This is an optimization exercise on Yosys and OpenROAD, whose aim is small area, not a production implementation.
Only simulation tests tie the RTL to the original design; equivalence was not proved.
No activity file was given, so power comes from the tool's default toggle rates. The clock port is modelled as an ideal driver; clocking choices that lean on that would not hold on a real chip.

==> inputs of run a <==
==> flow/design.v <==
`timescale 1ns/10ps
`default_nettype none
module crc32_d4
(
    input  wire         clk,
    input  wire         force_en,
    input  wire  [3:0]  force_x,
    input  wire  [3:0]  din,
    output reg   [31:0] crc
);
    localparam [31:0] CRC_POLY = 32'hEDB8_8320;
    wire [3:0] x = force_en ? force_x : (crc[3:0] ^ din);
    reg  [31:0] fb;
    integer     i;
    always @(*)
    begin
        fb = 32'd0;
        for (i = 0; i < 4; i = i + 1)
            if (x[i])
                fb = fb ^ (CRC_POLY >> (3 - i));
    end
    always @(posedge clk)
        crc <= {4'd0, crc[31:4]} ^ fb;
endmodule
`default_nettype wire
`timescale 1ns/10ps
`default_nettype none
module payload_fifo
#(
    parameter DEPTH = 32
)
(
    input  wire         clk,
    input  wire         rst_n,
    input  wire         wr_en,
    input  wire  [31:0] wr_data,
    input  wire         rd_en,
    output wire  [31:0] rd_data,
    output wire         full
);
    reg  [31:0] st [0:31];
    reg  [31:0] vld;
    reg  [31:0] free;        
    wire        do_wr;
    integer     i;
    assign do_wr   = wr_en && !full;     
    assign full    = &vld;
    assign rd_data = st[31];
    always @(*)
    begin
        free[31] = !vld[31] || rd_en;
        for (i = 30; i >= 0; i = i - 1)
            free[i] = !vld[i] || free[i + 1];
    end
    always @(posedge clk)
    begin
        if (free[0])
            st[0] <= wr_data;
        for (i = 1; i < 32; i = i + 1)
            if (free[i])
                st[i] <= st[i - 1];
    end
    always @(posedge clk or negedge rst_n)
    begin
        if (!rst_n)
            vld <= 32'd0;
        else
        begin
            if (free[0])
                vld[0] <= do_wr;
            for (i = 1; i < 32; i = i + 1)
                if (free[i])
                    vld[i] <= vld[i - 1];
        end
    end
endmodule
`default_nettype wire
`timescale 1ns/10ps
`default_nettype none
module udp_header_gen
#(
    parameter [47:0] BOARD_MAC  = 48'h00_0a_35_01_fe_c0,
    parameter [31:0] BOARD_IP   = 32'hc0_a8_00_0a,
    parameter [15:0] BOARD_PORT = 16'd1234,
    parameter [47:0] PC_MAC     = 48'hff_ff_ff_ff_ff_ff,
    parameter [31:0] PC_IP      = 32'hc0_a8_00_64,
    parameter [15:0] PC_PORT    = 16'd1234
)
(
    input  wire        clk,
    input  wire        clear,        
    input  wire [7:0]  send_data_num,
    input  wire        len_dec,      
    input  wire [6:0]  idx,
    input  wire [15:0] ip_id,
    output wire [3:0]  nib,
    output wire        len_left,     
    output wire        len_one,      
    output wire        len_le1       
);
    localparam [335:0] HDR_CONST = {PC_MAC, BOARD_MAC, 16'h0800, 8'h45, 8'h00,
                                    16'h0000, 16'h0000, 16'h4000, 8'h40, 8'd17,
                                    16'h0000, BOARD_IP, PC_IP, BOARD_PORT, PC_PORT,
                                    16'h0000, 16'h0000};
    localparam [31:0] CSUM_RAW  = 32'h4500 + 32'h4000 + 32'h4011
                                + BOARD_IP[31:16] + BOARD_IP[15:0]
                                + PC_IP[31:16] + PC_IP[15:0] + 32'd28;
    localparam [31:0] CSUM_F1   = CSUM_RAW[15:0] + CSUM_RAW[31:16];
    localparam [15:0] CSUM_K    = CSUM_F1[15:0] + CSUM_F1[31:16];
    localparam [7:0]  MOFF      = CSUM_K[7:0];
    localparam [7:0]  IPL_C     = 8'd28 - MOFF;      
    localparam [7:0]  UDPL_C    = 8'd8 - MOFF;       
    function [2047:0] build_tab(input integer dummy);
        integer i;
        integer h;
        reg [7:0]  by;
        reg [11:0] e;
        reg [3:0]  q;
        begin
            build_tab = 2048'd0;
            for (i = 0; i < 128; i = i + 1)
            begin
                e = 12'd0;
                q = (i % 4 == 0) ? CSUM_K[11:8] : CSUM_K[15:12];
                if ((i >= 12 && i < 32) || (i >= 80 && i < 84))
                begin
                    if (i % 4 < 2)
                        e = {(i % 4 == 0) ? 1'b1 : 1'b0, 3'b001, 4'b0101, q};
                    else
                        e = 12'b0001_0011_0000;
                    if (i >= 80)
                        e[7] = 1'b1;
                end
                else if (i >= 32 && i < 116)
                begin
                    h  = i - 32;
                    by = HDR_CONST[(41 - h / 2) * 8 +: 8];
                    e[3:0] = (h % 2) ? by[7:4] : by[3:0];
                    case (i)
                        66:  e = {8'b0000_0010, IPL_C[3:0]};
                        67:  e = {8'b0010_0010, IPL_C[7:4]};
                        68, 69, 70, 71:
                             e = 12'b0000_0001_0000;
                        110: e = {8'b0000_0010, UDPL_C[3:0]};
                        111: e = {8'b0100_0010, UDPL_C[7:4]};
                        default: ;
                    endcase
                end
                build_tab[i * 16 +: 12] = e;
            end
        end
    endfunction
    function [15:0] carry_tab(input [3:0] c);
        integer i;
        begin
            for (i = 0; i < 16; i = i + 1)
                carry_tab[i] = (i + c >= 16) ? 1'b1 : 1'b0;
        end
    endfunction
    function [255:0] extra_tab(input integer dummy);
        integer i;
        begin
            for (i = 0; i < 256; i = i + 1)
                extra_tab[i] = (i < MOFF) ? 1'b1 : 1'b0;
        end
    endfunction
    localparam [2047:0] TAB     = build_tab(0);
    localparam [15:0]   IPL_CY  = carry_tab(IPL_C[3:0]);
    localparam [15:0]   UDPL_CY = carry_tab(UDPL_C[3:0]);
    localparam [255:0]  EXTRA   = extra_tab(0);
    reg  [7:0]  m;
    reg         cc;
    reg  [3:0]  id_nib;
    wire [11:0] e     = TAB[{idx, 4'd0} +: 12];
    wire [3:0]  m_nib = idx[0] ? m[7:4] : m[3:0];
    wire [3:0]  p     = e[4] ? id_nib : e[3:0];
    wire [3:0]  q     = (e[5] ? m_nib : (e[6] ? e[3:0] : 4'd0)) | {3'd0, e[11] & EXTRA[m]};
    wire        cin   = e[8] ? cc : ((e[9] & IPL_CY[m[3:0]]) | (e[10] & UDPL_CY[m[3:0]]));
    wire [4:0]  sum   = p + q + cin;
    assign len_left = (m != MOFF);
    assign len_one  = (m == MOFF + 8'd1);
    assign len_le1  = (m == MOFF) || (m == MOFF + 8'd1);
    always @(*)
    begin
        case (idx[1:0])
            2'd0:    id_nib = ip_id[11:8];
            2'd1:    id_nib = ip_id[15:12];
            2'd2:    id_nib = ip_id[3:0];
            default: id_nib = ip_id[7:4];
        endcase
    end
    wire [7:0] m_next = (clear ? send_data_num : m) + (clear ? MOFF : 8'hFF);
    always @(posedge clk)
    begin
        if (clear || len_dec)
            m <= m_next;
    end
    always @(posedge clk)
    begin
        if (clear)
            cc <= 1'b0;
        else if (e[8])
            cc <= sum[4];
    end
    assign nib = sum[3:0] ^ {4{e[7]}};
endmodule
`default_nettype wire
`timescale 1ns/10ps
`default_nettype none
module mii_frame_tx
(
    input  wire         clk,
    input  wire         rst_n,
    input  wire         send_en,
    output wire [6:0]   hdr_idx,
    output wire         hdr_clr,
    input  wire [3:0]   hdr_nib,
    output wire         len_dec,
    input  wire         len_left,
    input  wire         len_one,
    input  wire         len_le1,
    output reg  [15:0]  ip_id,
    input  wire [31:0]  rd_data,
    output wire         rd_en,
    output reg          eth_tx_en,
    output reg  [3:0]   eth_tx_data,
    output reg          send_end
);
    localparam [1:0] PH_IDLE = 2'd0;
    localparam [1:0] PH_HEAD = 2'd1;
    localparam [1:0] PH_PAY  = 2'd2;
    localparam [1:0] PH_FCS  = 2'd3;
    reg  [1:0]  phase;
    reg  [7:0]  k;
    reg         send_en_q;
    wire        start;
    wire        idle     = (phase == PH_IDLE);
    wire        in_head  = (phase == PH_HEAD);
    wire        in_pay   = (phase == PH_PAY);
    wire        in_fcs   = (phase == PH_FCS);
    wire        pre      = !k[5] && !k[6];           
    wire        pay_data = len_left;
    wire        pay_one  = len_one;
    wire        min_done = k[7] || k[6] || (k[5] && (k[4:1] != 4'd0));   
    wire        pay_end  = k[0] && min_done && len_le1;
    wire        head_end = (k[6:0] == 7'd115);
    wire        active   = (in_head && (k[6:4] != 3'd0)) || in_pay || in_fcs;
    wire        pay_dec  = in_pay && k[0] && pay_data;
    wire [31:0] crc;
    reg  [3:0]  nib;
    reg  [3:0]  crc_x;
    assign start   = send_en && !send_en_q && idle && !eth_tx_en && !send_end;
    assign hdr_idx = k[6:0];
    assign hdr_clr = idle;
    assign len_dec = pay_dec;
    assign rd_en   = pay_dec && ((k[2:1] == 2'd3) || pay_one);
    always @(*)
    begin
        if (in_fcs)
            nib = ~crc[3:0];
        else if (in_pay)
            nib = pay_data ? rd_data[{~k[2:1], k[0]} * 4 +: 4] : 4'd0;
        else if (pre)
            nib = (k[4:0] == 5'd31) ? 4'hD : 4'h5;
        else
            nib = hdr_nib;
    end
    always @(*)
    begin
        case (k[2:0])
            3'd0:    crc_x = 4'd2;
            3'd1:    crc_x = 4'd14;
            3'd2:    crc_x = 4'd1;
            3'd3:    crc_x = 4'd12;
            3'd4:    crc_x = 4'd0;
            default: crc_x = 4'd9;
        endcase
        if (in_fcs)
            crc_x = 4'd0;
    end
    crc32_d4 u_crc
    (
        .clk      (clk),
        .force_en ((in_head && pre) || in_fcs),
        .force_x  (crc_x),
        .din      (nib),
        .crc      (crc)
    );
    always @(posedge clk)
    begin
        if (idle)
            k <= 8'd11;
        else if ((in_head && head_end) || (in_pay && pay_end))
            k <= 8'd0;
        else
            k <= k + 8'd1;
    end
    always @(posedge clk or negedge rst_n)
    begin
        if (!rst_n)
        begin
            phase       <= PH_IDLE;
            send_en_q   <= 1'b0;
            ip_id       <= 16'd0;
            eth_tx_en   <= 1'b0;
            eth_tx_data <= 4'd0;
            send_end    <= 1'b0;
        end
        else
        begin
            send_en_q   <= send_en;
            send_end    <= idle && eth_tx_en;
            eth_tx_en   <= active;
            eth_tx_data <= active ? nib : 4'd0;
            ip_id       <= ip_id + {15'd0, start};
            case (phase)
                PH_IDLE: if (start) phase <= PH_HEAD;
                PH_HEAD: if (head_end) phase <= PH_PAY;
                PH_PAY:  if (pay_end) phase <= PH_FCS;
                default: if (k[2:0] == 3'd7) phase <= PH_IDLE;
            endcase
        end
    end
endmodule
`default_nettype wire
`timescale 1ns/10ps
`default_nettype none
module udp_tx_top
#(
    parameter [47:0] BOARD_MAC  = 48'h00_0a_35_01_fe_c0,
    parameter [31:0] BOARD_IP   = 32'hc0_a8_00_0a,
    parameter [15:0] BOARD_PORT = 16'd1234,
    parameter [47:0] PC_MAC     = 48'hff_ff_ff_ff_ff_ff,
    parameter [31:0] PC_IP      = 32'hc0_a8_00_64,
    parameter [15:0] PC_PORT    = 16'd1234,
    parameter        FIFO_DEPTH = 32
)
(
    input  wire         clk,
    input  wire         rst_n,
    input  wire         send_en,
    input  wire [15:0]  send_data_num,
    input  wire         wr_en,
    input  wire [31:0]  wr_data,
    output wire         fifo_full,
    output wire         send_end,
    output wire         eth_tx_en,
    output wire [3:0]   eth_tx_data
);
    wire [6:0]  hdr_idx;
    wire        hdr_clr;
    wire        len_dec;
    wire        len_left;
    wire        len_one;
    wire        len_le1;
    wire [15:0] ip_id;
    wire [3:0]  hdr_nib;
    wire [31:0] rd_data;
    wire        rd_en;
    udp_header_gen
    #(
        .BOARD_MAC  (BOARD_MAC),
        .BOARD_IP   (BOARD_IP),
        .BOARD_PORT (BOARD_PORT),
        .PC_MAC     (PC_MAC),
        .PC_IP      (PC_IP),
        .PC_PORT    (PC_PORT)
    )
    u_hdr_gen
    (
        .clk         (clk),
        .clear       (hdr_clr),
        .send_data_num (send_data_num[7:0]),
        .len_dec     (len_dec),
        .idx         (hdr_idx),
        .ip_id       (ip_id),
        .nib         (hdr_nib),
        .len_left    (len_left),
        .len_one     (len_one),
        .len_le1     (len_le1)
    );
    payload_fifo #(.DEPTH(FIFO_DEPTH)) u_fifo
    (
        .clk     (clk),
        .rst_n   (rst_n),
        .wr_en   (wr_en),
        .wr_data (wr_data),
        .rd_en   (rd_en),
        .rd_data (rd_data),
        .full    (fifo_full)
    );
    mii_frame_tx u_mii_tx
    (
        .clk           (clk),
        .rst_n         (rst_n),
        .send_en       (send_en),
        .hdr_idx       (hdr_idx),
        .hdr_clr       (hdr_clr),
        .hdr_nib       (hdr_nib),
        .len_dec       (len_dec),
        .len_left      (len_left),
        .len_one       (len_one),
        .len_le1       (len_le1),
        .ip_id         (ip_id),
        .rd_data       (rd_data),
        .rd_en         (rd_en),
        .eth_tx_en     (eth_tx_en),
        .eth_tx_data   (eth_tx_data),
        .send_end      (send_end)
    );
endmodule
`default_nettype wire
==> flow/flow/run.sh <==
#!/bin/bash
# Layout: the standard flow (standard.sh, the standard synthesis included)
# with two ORFS knobs set through the environment:
#  - port buffers of the smallest buffer cell instead of the flow's pick;
#  - clock tree synthesis with the sink clustering of config.mk and no dummy
#    loads.
# make's full output goes to make_flow.log; ORFS keeps each step's log under
# orfs/logs.
set -euo pipefail
cd "$(dirname "$0")/.."
export BUFFER_PORTS_ARGS="-buffer_cell sky130_fd_sc_hd__buf_1"
export CTS_ARGS="-sink_clustering_enable -repair_clock_nets -sink_clustering_size 32 -sink_clustering_max_diameter 90 -dont_use_dummy_load"
bash standard.sh > make_flow.log 2>&1
==> flow/standard.sh <==
#!/bin/bash
# synth_recipe.tcl (not shown) runs the flow's synth.tcl, then flattens the netlist and writes it again
# the make line also repeats each setting of config.mk as NAME=value (left out here)
make -C /OpenROAD-flow-scripts/flow DESIGN_CONFIG=/design/flow/config.mk WORK_HOME=/design/flow/orfs CLKGATE_MAP_FILE= SYNTH_SCRIPT=/design/flow/synth_recipe.tcl "${@:-finish}"
==> flow/config.mk <==
export PLATFORM = sky130hd
export DESIGN_NAME = udp_tx_top
export DESIGN_NICKNAME = udp_tx_top
export VERILOG_FILES = /design/flow/design.v
export SDC_FILE = /design/flow/constraint.sdc
export NUM_CORES = 4
export LEC_CHECK = 0
export CAP_MARGIN = 20
export CORE_MARGIN = 2
export CORE_UTILIZATION = 60
export CTS_CLUSTER_DIAMETER = 90
export CTS_CLUSTER_SIZE = 32
export PLACE_DENSITY = 0.7
export SLEW_MARGIN = 20
==> flow/constraint.sdc <==
create_clock -name core_clock -period 6.5 [get_ports {clk}]
set_input_delay 1.3000 -clock core_clock [delete_from_list [all_inputs] [get_ports {clk}]]
set_output_delay 1.3000 -clock core_clock [all_outputs]
set_load 0.01 [all_outputs]
==> inputs of run b, as changes to run a <==
==> flow/flow/run.sh (replaced) <==
#!/bin/bash
# Layout: the standard flow (standard.sh), with
#  - the standard synthesis, then its combinational logic mapped again for
#    area (flow/remap.ys, flow/remap.abc); the flip-flops are untouched;
#  - port buffers of the smallest buffer cell instead of the flow's pick;
#  - clock tree synthesis with clkbuf_8 buffers, clusters of at most 20
#    sinks, and no dummy loads.
# Each tool's full output goes to a log in this folder: make_synth.log,
# remap_yosys.log, make_flow.log (ORFS also keeps each step's log under
# orfs/logs).
set -euo pipefail
cd "$(dirname "$0")/.."
WORK=$(pwd)
RES=$WORK/orfs/results/${FLOW_PLATFORM:-sky130hd}/udp_tx_top/base
export BUFFER_PORTS_ARGS="-buffer_cell sky130_fd_sc_hd__buf_1"
export CTS_ARGS="-sink_clustering_enable -repair_clock_nets -sink_clustering_size 20 -sink_clustering_max_diameter 90 -buf_list sky130_fd_sc_hd__clkbuf_8 -dont_use_dummy_load"

bash standard.sh synth > make_synth.log 2>&1

YOSYS=$(command -v yosys || true)
[[ -n "$YOSYS" ]] || YOSYS=$FLOW_HOME/../tools/install/yosys/bin/yosys
mkdir -p remap
cp "$RES/1_2_yosys.v" remap/std.v
cp flow/remap.ys flow/remap.abc remap/
ln -sf "$FLOW_HOME/platforms/sky130hd/lib/sky130_fd_sc_hd__tt_025C_1v80.lib" remap/lib.lib
(cd remap && "$YOSYS" -s remap.ys) > remap_yosys.log 2>&1
cp remap/remapped.v "$RES/1_2_yosys.v"
rm -f "$RES/1_synth.odb" "$RES/1_synth.sdc"

bash standard.sh > make_flow.log 2>&1
==> flow/flow/remap.abc (new file) <==
&get -n
&st
&syn2
&dch -f
&nf -R 1000
&put
==> flow/flow/remap.ys (new file) <==
# Re-map the combinational logic of the standard synthesis for area. Every
# flip-flop instance is kept as it is (same instance names and cell types):
# the sequential cells are black boxes, the other cells are read as their
# liberty functions, flattened into plain logic and mapped again by ABC.
read_liberty -ignore_miss_func lib.lib
blackbox sky130_fd_sc_hd__df* sky130_fd_sc_hd__edf* sky130_fd_sc_hd__sdf* sky130_fd_sc_hd__sedf* sky130_fd_sc_hd__dl*
read_verilog std.v
hierarchy -top udp_tx_top
flatten
opt_clean -purge
abc -script remap.abc -liberty lib.lib -dont_use sky130_fd_sc_hd__probe_p_8 -dont_use sky130_fd_sc_hd__probec_p_8 -dont_use sky130_fd_sc_hd__lpflow_bleeder_1 -dont_use sky130_fd_sc_hd__lpflow_clkbufkapwr_1 -dont_use sky130_fd_sc_hd__lpflow_clkbufkapwr_16 -dont_use sky130_fd_sc_hd__lpflow_clkbufkapwr_2 -dont_use sky130_fd_sc_hd__lpflow_clkbufkapwr_4 -dont_use sky130_fd_sc_hd__lpflow_clkbufkapwr_8 -dont_use sky130_fd_sc_hd__lpflow_clkinvkapwr_1 -dont_use sky130_fd_sc_hd__lpflow_clkinvkapwr_16 -dont_use sky130_fd_sc_hd__lpflow_clkinvkapwr_2 -dont_use sky130_fd_sc_hd__lpflow_clkinvkapwr_4 -dont_use sky130_fd_sc_hd__lpflow_clkinvkapwr_8 -dont_use sky130_fd_sc_hd__lpflow_decapkapwr_12 -dont_use sky130_fd_sc_hd__lpflow_decapkapwr_3 -dont_use sky130_fd_sc_hd__lpflow_decapkapwr_4 -dont_use sky130_fd_sc_hd__lpflow_decapkapwr_6 -dont_use sky130_fd_sc_hd__lpflow_decapkapwr_8 -dont_use sky130_fd_sc_hd__lpflow_inputiso0n_1 -dont_use sky130_fd_sc_hd__lpflow_inputiso0p_1 -dont_use sky130_fd_sc_hd__lpflow_inputiso1n_1 -dont_use sky130_fd_sc_hd__lpflow_inputiso1p_1 -dont_use sky130_fd_sc_hd__lpflow_inputisolatch_1 -dont_use sky130_fd_sc_hd__lpflow_isobufsrc_1 -dont_use sky130_fd_sc_hd__lpflow_isobufsrc_16 -dont_use sky130_fd_sc_hd__lpflow_isobufsrc_2 -dont_use sky130_fd_sc_hd__lpflow_isobufsrc_4 -dont_use sky130_fd_sc_hd__lpflow_isobufsrc_8 -dont_use sky130_fd_sc_hd__lpflow_isobufsrckapwr_16 -dont_use sky130_fd_sc_hd__lpflow_lsbuf_lh_hl_isowell_tap_1 -dont_use sky130_fd_sc_hd__lpflow_lsbuf_lh_hl_isowell_tap_2 -dont_use sky130_fd_sc_hd__lpflow_lsbuf_lh_hl_isowell_tap_4 -dont_use sky130_fd_sc_hd__lpflow_lsbuf_lh_isowell_4 -dont_use sky130_fd_sc_hd__lpflow_lsbuf_lh_isowell_tap_1 -dont_use sky130_fd_sc_hd__lpflow_lsbuf_lh_isowell_tap_2 -dont_use sky130_fd_sc_hd__lpflow_lsbuf_lh_isowell_tap_4  -D 6500
splitnets
opt_clean -purge
hilomap -singleton -hicell sky130_fd_sc_hd__conb_1 HI -locell sky130_fd_sc_hd__conb_1 LO
insbuf -buf sky130_fd_sc_hd__buf_4 A X
check
stat -liberty lib.lib
write_verilog -noattr -noexpr -nohex -nodec remapped.v
CORE_UTILIZATION = 66   (was 60)
CTS_CLUSTER_DIAMETER = default   (was 90)
CTS_CLUSTER_SIZE = default   (was 32)
PLACE_DENSITY = 0.76   (was 0.7)
==> run notes <==
|  | run a | run b |
|---|---|---|
| GR Util All Layers | 13.00% | 16.09% |
| Crit path DAT | 5.71 ns | 6.04 ns |
| Post-detailed-placement half-perimeter wirelength | 26960 um | 29940 um |
| Core occupancy in the finished layout | 64.56% | 71.12% |
| Clock Skew | 0.05488 ns | 0.05626 ns |
| Avg Vias per Cell | 5.269 | 5.488 |
| Worst max-slew margin expressed relative to the limit | 28.79% | 41.44% |
| Synthesized area per cell | 22.28 sq um | 22.69 sq um |
| Detailed-routed wire length on met2 | 20630 um | 23370 um |
| Outcome | complete, no violations | complete, no violations |
| Routing usage on met2 | 22.99% | 28.86% |
| Multi-input combinational area share | 8.230% | 6.845% |
| Worst hold slack across all endpoints | 0.3277 ns | 0.3410 ns |
| Final worst-path cycle share | 80.19% | 87.57% |
| Peak VDD IR | 303.2 uV | 301.0 uV |
| Number of clock buffers in the layout | 42 | 66 |
| Internal power | 0.01171 W | 0.01133 W |

==> afterwards: timing with drivers on the ports <==
In the flow no input, the clock included, has a driving cell. The finished layouts below were timed again as built, in two steps.
Step 1 sets driving cells, clkbuf_16 on the clock port and buf_2 on the other inputs (assumed; they add their load-dependent delay and slew).
Step 2 adds t to the input delays and takes it off the output delays; t is the mean of the earliest and latest rising clock arrival at the registers after step 1. Input paths then give back, and output paths get back, about the clock's delay inside the block.
Slacks: no drivers / after step 1 / after step 2; pairs: no drivers / after step 1.
| run | t (ns) | setup WS [ns] | worst setup path at the end | worst slew at a driven data input, ns | pins driven straight from the clock port |
|---|---|---|---|---|---|
| run a | 0.623 | 1.288 / 1.288 / 1.288 | register to register | 0.04 | 1 |
| run b | 0.693 | 0.808 / 0.808 / 0.808 | register to register | 0.04 | 1 |
After both steps every run listed still meets setup and hold.
